From an optimization exercise on the open Yosys and OpenROAD flow, aimed at small area; shortcuts taken in it are not production practice. The RTL was checked by simulation tests, not by an equivalence proof against the original design. Power figures rest on the tool's default switching activity, not on a simulated workload.

// com_fifo_top
module com_fifo_top (
    input  logic               clk,
    input  logic               rst,
    input  com_pkg::cmd_word_t i_rx_data,
    input  logic               i_rx_valid,
    output logic [31:0]        o_tx_data,
    output logic [1:0]         o_tx_tag,
    output logic [1:0]         o_tx_ctx,
    output logic               o_tx_valid,
    input  logic               i_tx_ready
);
    logic        loop_wr;
    logic        cmd_wr;
    logic [15:0] loop_head;
    logic [33:0] loop_dout;
    logic        loop_valid;
    logic        loop_pop;
    logic [20:0] cmd_entry;
    logic [15:0] cmd_head;
    logic [20:0] cmd_dout;
    logic        cmd_valid;
    logic        cmd_pop;
    logic        resp_wr;
    logic [20:0] resp_din;
    logic        resp_pend;
    logic [12:0] resp_head;
    logic [20:0] resp_dout;
    logic        resp_valid;
    logic        resp_afull;
    logic        resp_pop;
    rx_router u_rx_router (
        .i_rx_data  (i_rx_data),
        .i_rx_valid (i_rx_valid),
        .o_loop_wr  (loop_wr),
        .o_cmd_wr   (cmd_wr)
    );
    sync_fifo #(
        .DEPTH (16),
        .WIDTH (34)
    ) loop_fifo (
        .clk     (clk),
        .rst     (rst),
  ...
==> flow/config.mk <==
export PLATFORM = sky130hd
export DESIGN_NAME = com_fifo_top
export DESIGN_NICKNAME = com_fifo_top
export VERILOG_FILES = /design/flow/design.v
export SDC_FILE = /design/flow/constraint.sdc
export NUM_CORES = 4
export LEC_CHECK = 0
export CAP_MARGIN = 20
export CORE_MARGIN = 2
export CORE_UTILIZATION = 40
export CTS_BUF_LIST = sky130_fd_sc_hd__clkbuf_8
export CTS_CLUSTER_DIAMETER = 50
export CTS_CLUSTER_SIZE = 20
export SLEW_MARGIN = 20
==> flow/constraint.sdc <==
create_clock -name core_clock -period 5.5 [get_ports {clk}]
set_input_delay 1.1000 -clock core_clock [delete_from_list [all_inputs] [get_ports {clk}]]
set_output_delay 1.1000 -clock core_clock [all_outputs]
set_load 0.01 [all_outputs]
run.sh (not shown) runs the stock make flow with config.mk's settings and CLKGATE_MAP_FILE= SYNTH_SCRIPT=/design/flow/synth_recipe.tcl, a recipe that flattens the netlist after the stock synthesis.
The baseline completed without violations.
Next try:
==> flow/flow/run.sh (new file) <==
#!/bin/bash
# Standard synthesis, then its combinational logic re-mapped by ABC for area (registers untouched),
# then the standard layout from that netlist.
set -euo pipefail
HERE=$PWD
PLAT=$FLOW_HOME/platforms/$FLOW_PLATFORM
LIB=$PLAT/lib/sky130_fd_sc_hd__tt_025C_1v80.lib
YOSYS=$(command -v yosys || echo $FLOW_HOME/../tools/install/yosys/bin/yosys)
RES=$HERE/orfs/results/$FLOW_PLATFORM/com_fifo_top/base

bash standard.sh synth > $HERE/log_1_standard_synth.log 2>&1
cp $RES/1_2_yosys.v $HERE/synth_standard.v
mkdir -p $HERE/std_synth_logs
cp -r $HERE/orfs/logs $HERE/orfs/reports $HERE/std_synth_logs/ 2>/dev/null || true

DU=$(sed -n '/DONT_USE_CELLS/,/^$/p' $PLAT/config.mk | grep -oE "sky130_fd_sc_hd__\w+" | sed 's/^/-dont_use /' | tr '\n' ' ')
sed -e "s#{LIB}#$LIB#g" -e "s#{IN}#$HERE/synth_standard.v#" -e "s#{OUT}#$HERE/synth_remap.v#" \
    -e "s#{TOP}#$FLOW_TOP#" -e "s#{DONT_USE}#$DU#" $HERE/flow/remap.ys > $HERE/remap_run.ys
$YOSYS -q -l $HERE/log_2_remap.log $HERE/remap_run.ys > /dev/null 2>&1

rm -rf $HERE/orfs
bash standard.sh SYNTH_NETLIST_FILES=$HERE/synth_remap.v "BUFFER_PORTS_ARGS=-buffer_cell sky130_fd_sc_hd__buf_1" finish > $HERE/log_3_layout.log 2>&1
==> flow/flow/remap.ys (new file) <==
# Re-map the combinational logic of the standard synthesis netlist; registers are kept as they are
read_liberty -ignore_miss_func {LIB}
blackbox sky130_fd_sc_hd__df* sky130_fd_sc_hd__edf* sky130_fd_sc_hd__sdf* sky130_fd_sc_hd__sedf* sky130_fd_sc_hd__dl* sky130_fd_sc_hd__sdl* sky130_fd_sc_hd__conb*
read_verilog {IN}
hierarchy -top {TOP}
flatten
opt -purge
abc -liberty {LIB} {DONT_USE}
opt_clean -purge
hilomap -singleton -hicell sky130_fd_sc_hd__conb_1 HI -locell sky130_fd_sc_hd__conb_1 LO
stat -liberty {LIB}
write_verilog -noattr -nohex -nodec {OUT}
==> flow/standard.sh (new file) <==
#!/bin/bash
# synth_recipe.tcl (not shown) runs the flow's synth.tcl, then flattens the netlist and writes it again
# the make line also repeats each setting of config.mk as NAME=value (left out here)
make -C /OpenROAD-flow-scripts/flow DESIGN_CONFIG=/design/flow/config.mk WORK_HOME=/design/flow/orfs CLKGATE_MAP_FILE= SYNTH_SCRIPT=/design/flow/synth_recipe.tcl "${@:-finish}"
removed: flow/run.sh
The new run completed without violations.
Setup slack degrades by 0.43 ns.
Die area went down by 4.9%.
Power went up by 4.0%.
Next try:
--- a/flow/config.mk
+++ b/flow/config.mk
@@ -7,8 +7,8 @@
 export LEC_CHECK = 0
-export CAP_MARGIN = 20
+export CAP_MARGIN = 0
 export CORE_MARGIN = 2
 export CORE_UTILIZATION = 40
-export CTS_BUF_LIST = sky130_fd_sc_hd__clkbuf_8
+export CTS_BUF_LIST = sky130_fd_sc_hd__clkbuf_4 sky130_fd_sc_hd__clkbuf_8 sky130_fd_sc_hd__clkbuf_16
 export CTS_CLUSTER_DIAMETER = 50
 export CTS_CLUSTER_SIZE = 20
-export SLEW_MARGIN = 20
+export SLEW_MARGIN = 0
=>
- The changed run passed the timing, DRC and antenna checks
- final area came out higher by 2.7%
- synthesized area is unchanged
- final cell count barely changes
- non-clock buffer count came out lower by 1
Next try:
==> flow/run.sh (new file) <==
#!/bin/bash
# synth_recipe.tcl (not shown) runs the flow's synth.tcl, then flattens the netlist and writes it again
# the make line also repeats each setting of config.mk as NAME=value (left out here)
make -C /OpenROAD-flow-scripts/flow DESIGN_CONFIG=/design/flow/config.mk WORK_HOME=/design/flow/orfs CLKGATE_MAP_FILE= SYNTH_SCRIPT=/design/flow/synth_recipe.tcl finish
==> flow/config.mk (replaced) <==
export PLATFORM = sky130hd
export DESIGN_NAME = com_fifo_top
export DESIGN_NICKNAME = com_fifo_top
export VERILOG_FILES = /design/flow/design.v
export SDC_FILE = /design/flow/constraint.sdc
export NUM_CORES = 4
export LEC_CHECK = 0
export CAP_MARGIN = 20
export CORE_MARGIN = 2
export CORE_UTILIZATION = 40
export CTS_BUF_LIST = sky130_fd_sc_hd__clkbuf_4
export SLEW_MARGIN = 20
removed: flow/flow/run.sh
removed: flow/flow/remap.ys
removed: flow/standard.sh
After rerunning: Combinational power is lower by 50%. Cell area came out higher by 4.3%. Power fell by 6.4%. Clock-buffer cell count went up by 400. Non-clock buffer count is lower by 5. Global-route usage barely changes. Sequential share of layout area falls by 2.9 points.
Next try:
==> flow/flow/run.sh (new file) <==
#!/bin/bash
# Standard synthesis, then its combinational logic re-mapped by ABC for area (registers untouched),
# then the standard layout from that netlist.
set -euo pipefail
HERE=$PWD
PLAT=$FLOW_HOME/platforms/$FLOW_PLATFORM
LIB=$PLAT/lib/sky130_fd_sc_hd__tt_025C_1v80.lib
YOSYS=$(command -v yosys || echo $FLOW_HOME/../tools/install/yosys/bin/yosys)
RES=$HERE/orfs/results/$FLOW_PLATFORM/com_fifo_top/base

bash standard.sh synth > $HERE/log_1_standard_synth.log 2>&1
cp $RES/1_2_yosys.v $HERE/synth_standard.v
mkdir -p $HERE/std_synth_logs
cp -r $HERE/orfs/logs $HERE/orfs/reports $HERE/std_synth_logs/ 2>/dev/null || true

DU=$(sed -n '/DONT_USE_CELLS/,/^$/p' $PLAT/config.mk | grep -oE "sky130_fd_sc_hd__\w+" | sed 's/^/-dont_use /' | tr '\n' ' ')
sed -e "s#{LIB}#$LIB#g" -e "s#{IN}#$HERE/synth_standard.v#" -e "s#{OUT}#$HERE/synth_remap.v#" \
    -e "s#{TOP}#$FLOW_TOP#" -e "s#{DONT_USE}#$DU#" $HERE/flow/remap.ys > $HERE/remap_run.ys
$YOSYS -q -l $HERE/log_2_remap.log $HERE/remap_run.ys > /dev/null 2>&1

rm -rf $HERE/orfs
bash standard.sh SYNTH_NETLIST_FILES=$HERE/synth_remap.v "BUFFER_PORTS_ARGS=-buffer_cell sky130_fd_sc_hd__buf_1" finish > $HERE/log_3_layout.log 2>&1
==> flow/flow/remap.ys (new file) <==
# Re-map the combinational logic of the standard synthesis netlist; registers are kept as they are
read_liberty -ignore_miss_func {LIB}
blackbox sky130_fd_sc_hd__df* sky130_fd_sc_hd__edf* sky130_fd_sc_hd__sdf* sky130_fd_sc_hd__sedf* sky130_fd_sc_hd__dl* sky130_fd_sc_hd__sdl* sky130_fd_sc_hd__conb*
read_verilog {IN}
hierarchy -top {TOP}
flatten
opt -purge
abc -liberty {LIB} {DONT_USE}
opt_clean -purge
hilomap -singleton -hicell sky130_fd_sc_hd__conb_1 HI -locell sky130_fd_sc_hd__conb_1 LO
stat -liberty {LIB}
write_verilog -noattr -nohex -nodec {OUT}
==> flow/standard.sh (new file) <==
#!/bin/bash
# synth_recipe.tcl (not shown) runs the flow's synth.tcl, then flattens the netlist and writes it again
# the make line also repeats each setting of config.mk as NAME=value (left out here)
make -C /OpenROAD-flow-scripts/flow DESIGN_CONFIG=/design/flow/config.mk WORK_HOME=/design/flow/orfs CLKGATE_MAP_FILE= SYNTH_SCRIPT=/design/flow/synth_recipe.tcl "${@:-finish}"
--- a/flow/config.mk
+++ b/flow/config.mk
@@ -10,3 +10,6 @@
 export CORE_UTILIZATION = 40
-export CTS_BUF_LIST = sky130_fd_sc_hd__clkbuf_4
+export CTS_BUF_LIST = sky130_fd_sc_hd__clkbuf_8
+export CTS_CLUSTER_DIAMETER = 50
+export CTS_CLUSTER_SIZE = 20
+export GPL_TIMING_DRIVEN = 0
 export SLEW_MARGIN = 20
removed: flow/run.sh
Sequential power hardly moves; critical path depth falls by 1; power falls by 5.4%; fmax falls by 29%; clock skew falls by 0.041 ns; non-clock buffer count falls by 10; global-route usage falls by 0.29 points; worst setup slack degrades by 1.5 ns; combinational power rises by 120%.
Next try:
==> flow/run.sh (new file) <==
#!/bin/bash
# synth_recipe.tcl (not shown) runs the flow's synth.tcl, then flattens the netlist and writes it again
# the make line also repeats each setting of config.mk as NAME=value (left out here)
make -C /OpenROAD-flow-scripts/flow DESIGN_CONFIG=/design/flow/config.mk WORK_HOME=/design/flow/orfs CLKGATE_MAP_FILE= SYNTH_SCRIPT=/design/flow/synth_recipe.tcl finish
--- a/flow/config.mk
+++ b/flow/config.mk
@@ -10,6 +10,5 @@
 export CORE_UTILIZATION = 40
-export CTS_BUF_LIST = sky130_fd_sc_hd__clkbuf_8
-export CTS_CLUSTER_DIAMETER = 50
-export CTS_CLUSTER_SIZE = 20
-export GPL_TIMING_DRIVEN = 0
+export CTS_BUF_LIST = sky130_fd_sc_hd__clkbuf_16
+export CTS_CLUSTER_DIAMETER = 60
+export CTS_CLUSTER_SIZE = 30
 export SLEW_MARGIN = 20
removed: flow/flow/run.sh
removed: flow/flow/remap.ys
removed: flow/standard.sh
- utilization drops by 0.45 points
- wire length climbs by 2.5%
- sequential share of layout area drops by 3.3 points
- total power climbs by 3.5%

==> what the ideal ports hide <==
The flow's constraints put no driver on any port. The routed layouts listed below were extracted and timed again, unchanged, in two steps. Step 1 sets driving cells, clkbuf_16 on the clock port and buf_2 on the other inputs (assumed; they add their load-dependent delay and slew). Step 2 times the ports against the registers' clock, not the clock port: input delays grow and output delays shrink by t, the midpoint of the rising clock arrivals with the driver on. Slacks: ideal / step 1 / step 2; pairs: ideal / step 1.
run | shift t [ns] | setup WS [ns] | latest minus earliest clock arrival (ns)
the first run | 0.925 | 1.824 / 1.824 / 1.229 | 0.081 / 0.081
the second run | 0.912 | 1.390 / 1.390 / 1.377 | 0.066 / 0.066
the third run | 0.810 | 1.422 / 1.422 / 1.245 | 0.039 / 0.039
the fourth run | 1.286 | 1.874 / 1.874 / 1.185 | 0.115 / 0.116
the fifth run | 0.885 | 0.359 / 0.359 / 0.359 | 0.071 / 0.071
the sixth run | 0.807 | 1.822 / 1.822 / 1.181 | 0.086 / 0.085
After both steps setup and hold are still met in every run listed. The setup slack of the fourth run, which loses most, moves by 0.000 ns with the drivers and by -0.689 ns with both steps.
